This is an optimization exercise on Yosys and OpenROAD, whose aim is small area and a short achievable clock period, not a production implementation. The RTL was checked by simulation tests, not by an equivalence proof against the original design. Power is estimated from default activity; no workload was simulated.

==> inputs of 02-02 <==
Design uart_rx_recorder, start of the top module:
module uart_rx_recorder #(
  parameter int unsigned DEPTH      = 512,
  parameter logic [7:0]  TERMINATOR = 8'h00
) (
  input  logic       clk,
  input  logic       rst,
  input  logic       i_valid,
  input  logic [7:0] i_data,
  input  logic       i_clear,
  input  logic [8:0] i_raddr,
  output logic [7:0] o_rdata,
  output logic [9:0] o_count,
  output logic       o_busy,
  output logic       o_done,
  output logic       o_full,
  output logic [7:0] o_checksum
);
==> module uart_rx_recorder, before the edit <==
module uart_rx_recorder #(
  parameter int unsigned DEPTH      = 512,
  parameter logic [7:0]  TERMINATOR = 8'h00
) (
  input  logic       clk,
  input  logic       rst,
  input  logic       i_valid,
  input  logic [7:0] i_data,
  input  logic       i_clear,
  input  logic [8:0] i_raddr,
  output logic [7:0] o_rdata,
  output logic [9:0] o_count,
  output logic       o_busy,
  output logic       o_done,
  output logic       o_full,
  output logic [7:0] o_checksum
);
  localparam int unsigned AW       = $clog2(DEPTH);
  localparam logic [9:0]  DepthCnt = 10'(DEPTH);
  typedef enum logic [1:0] {StIdle, StRecord, StDone} state_e;
  state_e     state_q, state_d;
  logic [9:0] count_q, count_d;
  logic       we;
  logic [7:0] mem [DEPTH];
  always_comb begin
    state_d = state_q;
    count_d = count_q;
    we      = 1'b0;
    if (i_clear) begin
      state_d = StIdle;
      count_d = '0;
    end else if (i_valid && (state_q != StDone)) begin
      we      = 1'b1;
      count_d = count_q + 10'd1;
      if ((i_data == TERMINATOR) || (count_d == DepthCnt)) begin
        state_d = StDone;
      end else begin
        state_d = StRecord;
      end
    end
  end
  always_ff @(posedge clk) begin
    if (rst) begin
      state_q <= StIdle;
      count_q <= '0;
      o_busy  <= 1'b0;
      o_done  <= 1'b0;
      o_full  <= 1'b0;
    end else begin
      state_q <= state_d;
      count_q <= count_d;
      o_busy  <= (state_d == StRecord);
      o_done  <= (state_d == StDone);
      o_full  <= (count_d == DepthCnt);
    end
  end
  assign o_count = count_q;
  always_ff @(posedge clk) begin
    if (we) begin
      mem[count_q[AW-1:0]] <= i_data;
    end
  end
  always_ff @(posedge clk) begin
    if (rst) begin
      o_rdata <= 8'h00;
    end else begin
      o_rdata <= mem[i_raddr[AW-1:0]];
    end
  end
  logic [7:0] checksum_q;
  always_ff @(posedge clk) begin
    if (rst || i_clear) begin
      checksum_q <= 8'h00;
    end else if (we) begin
      checksum_q <= checksum_q + i_data;
    end
  end
  assign o_checksum = checksum_q;
endmodule
Settings: LEC_CHECK=0, CAP_MARGIN=20, CORE_MARGIN=2, CORE_UTILIZATION=40, SLEW_MARGIN=20; clock period 3.5 ns.
run.sh (not shown) runs the stock make flow with config.mk's settings and CLKGATE_MAP_FILE= SYNTH_SCRIPT=/design/flow/synth_recipe.tcl, a recipe that flattens the netlist after the stock synthesis.
==> inputs of 04-25, as changes to 02-02 <==
==> flow/design.v (replaced) <==
module uart_rx_recorder (
  input  logic       clk,
  input  logic       rst,
  input  logic       i_valid,
  input  logic [7:0] i_data,
  input  logic       i_clear,
  input  logic [8:0] i_raddr,
  output logic [7:0] o_rdata,
  output logic [9:0] o_count,
  output logic       o_busy,
  output logic       o_done,
  output logic       o_full,
  output logic [7:0] o_checksum
);
  logic       busy_q, done_q;
  logic [9:0] count_q;
  logic [7:0] sum_q;
  logic       we;
  logic [9:0] count_inc;
  logic       last;
  assign we        = i_valid & ~i_clear & ~done_q;
  assign count_inc = count_q + 10'd1;
  assign last      = (i_data == 8'h00) | count_q[9] | (&count_q[8:0]);
  always_ff @(posedge clk) begin
    if (rst || i_clear) begin
      busy_q  <= 1'b0;
      done_q  <= 1'b0;
      count_q <= '0;
      sum_q   <= '0;
    end else if (we) begin
      busy_q  <= ~last;
      done_q  <= last;
      count_q <= count_inc;
      sum_q   <= sum_q + i_data;
    end
  end
  assign o_count    = count_q;
  assign o_busy     = busy_q;
  assign o_done     = done_q;
  assign o_full     = count_q[9];
  assign o_checksum = sum_q;
  logic [7:0] wa_n_q, wb_q, wc_q;
  always_ff @(posedge clk) begin
    if (rst || i_clear) begin
      wa_n_q <= 8'hfe;
      wb_q   <= 8'd1;
      wc_q   <= 8'd1;
    end else if (we) begin
      wa_n_q <= {wa_n_q[6:0], wa_n_q[7]};
      if (!wa_n_q[7]) wb_q <= {wb_q[6:0], wb_q[7]};
      if (!wa_n_q[7] && wb_q[7]) wc_q <= {wc_q[6:0], wc_q[7]};
    end
  end
  logic [63:0]  wbc_n;
  logic [511:0] wen;
  logic [511:0] rsel;
  always_comb begin
    for (int k = 0; k < 64; k++) wbc_n[k] = ~(we & wb_q[k % 8] & wc_q[k / 8]);
    for (int r = 0; r < 512; r++) rsel[r] = (i_raddr == 9'(r));
  end
  logic [7:0] mem [512];
  for (genvar r = 0; r < 512; r++) begin : g_row
    uart_rx_recorder_nor2 u_wen (.a(wa_n_q[r % 8]), .b(wbc_n[r / 8]), .y(wen[r]));
    always_ff @(posedge clk) begin
      if (wen[r]) mem[r] <= i_data;
    end
  end
  logic [7:0] rd;
  for (genvar b = 0; b < 8; b++) begin : g_bit
    logic [63:0]  l1;
    logic [31:0]  l2_n;
    logic [7:0]   l3;
    logic [3:0]   l4_n;
    for (genvar i = 0; i < 64; i++) begin : g_l1
      uart_rx_recorder_or8 u (.s(rsel[8*i +: 8]), .d({mem[8*i+7][b], mem[8*i+6][b], mem[8*i+5][b], mem[8*i+4][b],
                                                   mem[8*i+3][b], mem[8*i+2][b], mem[8*i+1][b], mem[8*i][b]}),
                              .y(l1[i]));
    end
    for (genvar i = 0; i < 32; i++) begin : g_l2
      uart_rx_recorder_nor2 u (.a(l1[2*i]), .b(l1[2*i+1]), .y(l2_n[i]));
    end
    for (genvar i = 0; i < 8; i++) begin : g_l3
      uart_rx_recorder_nand4 u (.a(l2_n[4*i]), .b(l2_n[4*i+1]), .c(l2_n[4*i+2]), .d(l2_n[4*i+3]), .y(l3[i]));
    end
    for (genvar i = 0; i < 4; i++) begin : g_l4
      uart_rx_recorder_nor2 u (.a(l3[2*i]), .b(l3[2*i+1]), .y(l4_n[i]));
    end
    logic [1:0] l5;
    for (genvar i = 0; i < 2; i++) begin : g_l5
      uart_rx_recorder_nand2 u (.a(l4_n[2*i]), .b(l4_n[2*i+1]), .y(l5[i]));
    end
    assign rd[b] = l5[0] | l5[1];
  end
  always_ff @(posedge clk) begin
    if (rst) o_rdata <= '0;
    else     o_rdata <= rd;
  end
endmodule
module uart_rx_recorder_or8 (
  input  logic [7:0] s,
  input  logic [7:0] d,
  output logic       y
);
  assign y = |(s & d);
endmodule
module uart_rx_recorder_nand4 (
  input  logic a, b, c, d,
  output logic y
);
  assign y = ~(a & b & c & d);
endmodule
module uart_rx_recorder_nor2 (
  input  logic a, b,
  output logic y
);
  assign y = ~(a | b);
endmodule
module uart_rx_recorder_nand2 (
  input  logic a, b,
  output logic y
);
  assign y = ~(a & b);
endmodule
- CTS_CLUSTER_DIAMETER: default -> 60
- CTS_CLUSTER_SIZE: default -> 30
- GPL_TIMING_DRIVEN: default -> 0
- SETUP_SLACK_MARGIN: default -> 1.5
- SYNTH_HIERARCHICAL: default -> 1
- TNS_END_PERCENT: default -> 5
==> qor summary <==
metric                                                                 02-02                    04-25
Outcome                                              complete, no violations  complete, no violations
Unrepaired setup endpoints after global routing                           no                      yes
Fraction of power spent switching nets                                 21.3%                    22.0%
Met2 Usage GRT                                                         35.8%                    34.8%
TritonCTS sink count                                                    4127                     4148
Number of warnings issued by yosys                                         1                        8
Tightest slew margin relative to the limit                             8.98%                    37.2%
Number of vias per cell after detailed routing                          5.76                     6.06
Final Cell Area                                                    0.190 mm²                0.179 mm²
Data arrival time of the critical path                               4.16 ns                  3.53 ns
Worst Hold Margin                                                  0.0986 ns                0.0757 ns
Std cell rows                                                            232                      224
Worst hold path endpoint                               mem[127][2]$_DFFE_PP_    mem[289][7]$_DFFE_PP_
Psw                                                                  22.2 mW                  20.0 mW
Share of the yosys chip area belonging to registers                    77.1%                    82.6%
Final worst path period share                                          94.6%                    78.7%
Die H                                                                 637 µm                   617 µm
Routed Wire Length                                                 451000 µm                433000 µm
Worst Min Path Start                                               i_data[2]                i_data[7]
Count of fill cells added during filler insertion                      32.4k                    30.3k
Clk Latency, worst-skew pair                                         0.99 ns                  0.94 ns
Reg-to-Reg Start                                       count_q[8]$_SDFF_PP0_      done_q$_SDFFE_PP0N_

==> afterwards: timing with drivers on the ports <==
The results above use ideal ports. As a check the final layouts listed here were re-extracted and re-timed, cells and wires unchanged. Step 1 sets driving cells, clkbuf_16 on the clock port and buf_2 on the other inputs (assumed; they add their load-dependent delay and slew). Step 2 moves the port delays by t, midway between the first and last clock arrival at a register: inputs arrive t later, outputs are due t later. That takes back most of the time a late clock gives input paths. Slacks: no drivers / after step 1 / after step 2; pairs: no drivers / after step 1.
run	t, ns	setup WS [ns]	worst slew at a driven data input, ns
02-02	1.077	0.189 / 0.198 / -0.792	0.24
04-25	1.022	0.744 / 0.659 / -0.363	0.56
Met with ideal ports but missed after step 2: setup timing in 02-02 and 04-25. For 04-25, which loses most, drivers alone change the setup slack by -0.085 ns; drivers and shift together by -1.107 ns.
